This design comes from an exercise in tuning for small area on the open sky130 flow, not from production work. In this exercise RTL edits were held to simulation tests only and were not proved equivalent to the original. Power is estimated from default activity; no workload was simulated.

AL:
Design carfield_region_guard, start of the top module:
module carfield_region_guard #(
  parameter int unsigned NumRegions = 8,
  parameter int unsigned AddrWidth  = 48,
  parameter int unsigned CntWidth   = 16
) (
  input  logic                 clk_i,
  input  logic                 rst_ni,
  input  logic                 cfg_valid_i,
  input  logic                 cfg_write_i,
  input  logic [7:0]           cfg_addr_i,
  input  logic [63:0]          cfg_wdata_i,
  output logic                 cfg_rvalid_o,
  output logic [63:0]          cfg_rdata_o,
  output logic                 cfg_err_o,
  input  logic                 chk_valid_i,
  output logic                 chk_ready_o,
  input  logic [AddrWidth-1:0] chk_addr_i,
  input  logic                 chk_write_i,
  output logic                 res_valid_o,
  input  logic                 res_ready_i,
  output logic                 res_allow_o,
  output logic [4:0]           res_region_o,
  output logic                 irq_o
);
For scale: about 910 flip-flops, about 49000 um^2 of cells after synthesis.
export LEC_CHECK = 0
export CAP_MARGIN = 20
export CORE_MARGIN = 2
export CORE_UTILIZATION = 40
export CTS_BUF_LIST = sky130_fd_sc_hd__clkbuf_16
export CTS_CLUSTER_DIAMETER = 100
export CTS_CLUSTER_SIZE = 20
export SETUP_SLACK_MARGIN = 0.05
export SLEW_MARGIN = 20
create_clock -name core_clock -period 10.0 [get_ports {clk_i}]
standard.sh (not shown) runs the stock make flow with config.mk's settings and CLKGATE_MAP_FILE= SYNTH_SCRIPT=/design/flow/synth_recipe.tcl, a recipe that flattens the netlist after the stock synthesis.
==> flow/flow/run.sh <==
#!/bin/bash
# Own layout flow: the standard flow (standard.sh), with these changes:
#  - synthesis is the standard synthesis script, but its ABC step maps the
#    logic with flow/area.abc (area-oriented mapping at a 4.5 ns target)
#    in place of ORFS's speed script; registers are mapped as before;
#  - the port buffers are the smallest buffer, sky130_fd_sc_hd__buf_1;
#  - no adder cells: ADDER_MAP_FILE is empty, so adders reach ABC as gates;
#  - global placement keeps none of its timing-driven buffering
#    (GPL_KEEP_OVERFLOW=0); later repair steps buffer as needed.
# Each tool's output is in orfs/logs/ (ORFS's per-step logs) and make.log.
set -euo pipefail
W=$(pwd)
F=$W/flow
cat > "$W/own_synth.tcl" <<T
proc abc {args} {
  set i [lsearch -exact \$args -script]
  if {\$i >= 0} { lset args [expr {\$i + 1}] $F/area.abc }
  puts "own flow: abc \$args"
  yosys abc {*}\$args
}
source $W/synth_recipe.tcl
T
bash "$W/standard.sh" SYNTH_SCRIPT="$W/own_synth.tcl" \
  BUFFER_PORTS_ARGS="-buffer_cell sky130_fd_sc_hd__buf_1" ADDER_MAP_FILE= GPL_KEEP_OVERFLOW=0 finish \
  > "$W/make.log" 2>&1
==> flow/flow/area.abc <==
strash
dch
map -D 4500
buffer -c
upsize -c -D 4500
dnsize -c -D 4500
stime -c
AL finished every stage and its layout cleared the timing, design-rule and antenna checks.
The following lists how PW was set up differently from AL:
==> flow/flow/run.sh <==
#!/bin/bash
# Own layout flow: the standard flow (standard.sh), with these changes:
#  - synthesis is the standard synthesis script, but its ABC step maps the
#    logic with flow/area.abc (area-oriented mapping at a 6.5 ns target)
#    in place of ORFS's speed script; registers are mapped as before;
#  - the port buffers are the smallest buffer, sky130_fd_sc_hd__buf_1;
#  - no adder cells: ADDER_MAP_FILE is empty, so adders reach ABC as gates.
# Each tool's output is in orfs/logs/ (ORFS's per-step logs) and make.log.
set -euo pipefail
W=$(pwd)
F=$W/flow
cat > "$W/own_synth.tcl" <<T
proc abc {args} {
  set i [lsearch -exact \$args -script]
  if {\$i >= 0} { lset args [expr {\$i + 1}] $F/area.abc }
  puts "own flow: abc \$args"
  yosys abc {*}\$args
}
source $W/synth_recipe.tcl
T
bash "$W/standard.sh" SYNTH_SCRIPT="$W/own_synth.tcl" \
  BUFFER_PORTS_ARGS="-buffer_cell sky130_fd_sc_hd__buf_1" ADDER_MAP_FILE= finish \
  > "$W/make.log" 2>&1
==> flow/flow/area.abc <==
strash
dch
map -D 6500
buffer -c
upsize -c -D 6500
dnsize -c -D 6500
stime -c
==> comparison <==
NOTE: total number of placement rows in PW falls short of that of AL
met1 layer usage reported by global route up 0.53 points in PW wrt AL
Count of clock-buffer cells in the layout: PW lower than AL
The fraction of power spent switching nets of PW and that of AL are within noise of each other.
First-iteration DRC count in PW vs AL: down 323
Of PW and AL, AL shows the lower transition time of the tightest slew-check pin, with PW above it.
Wire: PW routes less than AL
In PW, the area of all placed cells without fillers came out 3.1% above the value in AL.

---

job 8138:
carfield_region_guard, a different RTL version from the one above (not shown whole).
Size: about 4800 cells after synthesis, about 910 flip-flops, about 200 I/O pins, ~52000 µm² of cells after synthesis.
Settings: LEC_CHECK=0, CAP_MARGIN=20, CORE_MARGIN=2, CORE_UTILIZATION=60, SLEW_MARGIN=20; clock period 10.0 ns.
run.sh (not shown) runs the stock make flow with config.mk's settings and CLKGATE_MAP_FILE= SYNTH_SCRIPT=/design/flow/synth_recipe.tcl, a recipe that flattens the netlist after the stock synthesis.
Stock flow here: none of the scripts above is used.
## Diff of input files: job 259 against job 8138
- CORE_UTILIZATION changed from 60 to 40
Findings:
Job 259 has completed all stages; timing, DRC and antenna checks passed. Job 259 vs. job 8138: via count of the first global-routing pass now smaller, filler-free cell count of the finished design up 7.8%, proportion of power drawn by combinational gates has decreased. Higher transition time at the pin with the least slew margin among job 259 and job 8138: job 259. From job 8138 to job 259 the numbers moved as follows: total die area +about 50%, critical path depth in cells -about 8%. Via count: job 259 better than job 8138.
The following lists how job 5023 was set up differently from job 259:
- putting CTS_BUF_LIST at sky130_fd_sc_hd__clkbuf_4 sky130_fd_sc_hd__clkbuf_8 where nothing was set
--- outcome ---
- Looking at synthesis-to-finish area growth, job 5023 sits below job 259.
- Diff job 259..job 5023 | count of endpoints failing setup in the final report | unchanged
- In the metrics for job 259 and job 5023, the one carrying the higher number of antenna repair diodes is job 5023.
- When job 5023 is measured against job 259, its worst setup slack after layout turns out 0.018 ns higher.
- From the logs: job 5023 reached the end of the flow and failed the layout checks with max-capacitance violations, max-slew violations.
- On tightest hold margin, job 259 tracks job 5023 almost exactly.
- Higher final worst-path cycle share was reported by job 259, not job 5023.
Input changes introduced in job 6265 (baseline for comparison: job 5023):
- changing CTS_BUF_LIST from sky130_fd_sc_hd__clkbuf_4 sky130_fd_sc_hd__clkbuf_8 to sky130_fd_sc_hd__clkbuf_16
- setting CTS_CLUSTER_DIAMETER to 100 for the first time
- setting CTS_CLUSTER_SIZE to 20 for the first time
- setting SETUP_SLACK_MARGIN to 0.05 for the first time
==> flow/flow/run.sh (new file) <==
#!/bin/bash
# Own layout flow: the standard flow (standard.sh), with these changes:
#  - synthesis is the standard synthesis script, but its ABC step maps the
#    logic with flow/area.abc (area-oriented mapping at a 6 ns target)
#    in place of ORFS's speed script; registers are mapped as before;
#  - the port buffers are the smallest buffer, sky130_fd_sc_hd__buf_1.
# Each tool's output is in orfs/logs/ (ORFS's per-step logs) and make.log.
set -euo pipefail
W=$(pwd)
F=$W/flow
cat > "$W/own_synth.tcl" <<T
proc abc {args} {
  set i [lsearch -exact \$args -script]
  if {\$i >= 0} { lset args [expr {\$i + 1}] $F/area.abc }
  puts "own flow: abc \$args"
  yosys abc {*}\$args
}
source $W/synth_recipe.tcl
T
bash "$W/standard.sh" SYNTH_SCRIPT="$W/own_synth.tcl" \
  BUFFER_PORTS_ARGS="-buffer_cell sky130_fd_sc_hd__buf_1" finish \
  > "$W/make.log" 2>&1
==> flow/flow/area.abc (new file) <==
strash
dch
map -D 6000
buffer -c
upsize -c -D 6000
dnsize -c -D 6000
stime -c
==> flow/standard.sh (new file) <==
#!/bin/bash
# synth_recipe.tcl (not shown) runs the flow's synth.tcl, then flattens the netlist and writes it again
# the make line also repeats each setting of config.mk as NAME=value (left out here)
make -C /OpenROAD-flow-scripts/flow DESIGN_CONFIG=/design/flow/config.mk WORK_HOME=/design/flow/orfs CLKGATE_MAP_FILE= SYNTH_SCRIPT=/design/flow/synth_recipe.tcl "${@:-finish}"
removed: flow/run.sh
==> run notes <==
Looking across job 5023 and job 6265, the single run that reached the end with no open violations was job 6265.
Between job 5023 and job 6265, the flow reports total placed instance area decreasing by a little under 10%.
Diff job 5023 -> job 6265: share of power burned in combinational logic higher, number of tap instances went down 126.
Between job 5023 and job 6265, the area share of fa/ha/maj cells after synthesis is higher for job 5023.
[compare] base=job 5023 new=job 6265: die area now sits lower; total power consumption of the routed design comparable.

==> port drivers added, routing unchanged <==
In the flow no input, the clock included, has a driving cell. The finished layouts below were timed again as built, in two steps. Step 1 (the two cells are an assumption about what drives the block):
set clk [get_ports {clk_i}]
set_driving_cell -lib_cell sky130_fd_sc_hd__clkbuf_16 $clk
set_driving_cell -lib_cell sky130_fd_sc_hd__buf_2 [delete_from_list [all_inputs] $clk]
Step 2 moves the port delays by t, midway between the first and last clock arrival at a register: inputs arrive t later, outputs are due t later. That takes back most of the time a late clock gives input paths. Slacks: no drivers / after step 1 / after step 2; pairs: no drivers / after step 1.
run | t (ns) | setup slack, ns | worst hold slack (ns) | worst setup path after step 2 | pins driven straight from the clock port
AL | 0.756 | 0.352 / 0.398 / -0.358 | 0.516 / 0.516 / 0.516 | input to register | 1
PW | 0.746 | 0.327 / 0.353 / -0.394 | 0.517 / 0.517 / 0.517 | input to register | 1
job 8138 | 0.766 | 0.258 / 0.298 / -0.469 | 0.489 / 0.489 / 0.489 | input to register | 1
job 259 | 0.818 | 0.516 / 0.563 / -0.255 | 0.480 / 0.480 / 0.480 | input to register | 1
job 5023 | 0.970 | 0.534 / 0.577 / -0.393 | 0.480 / 0.480 / 0.480 | input to register | 1
job 6265 | 0.760 | 0.387 / 0.434 / -0.326 | 0.513 / 0.513 / 0.513 | input to register | 1
The setup slack of job 5023, which loses most, moves by +0.043 ns with the drivers and by -0.927 ns with both steps.
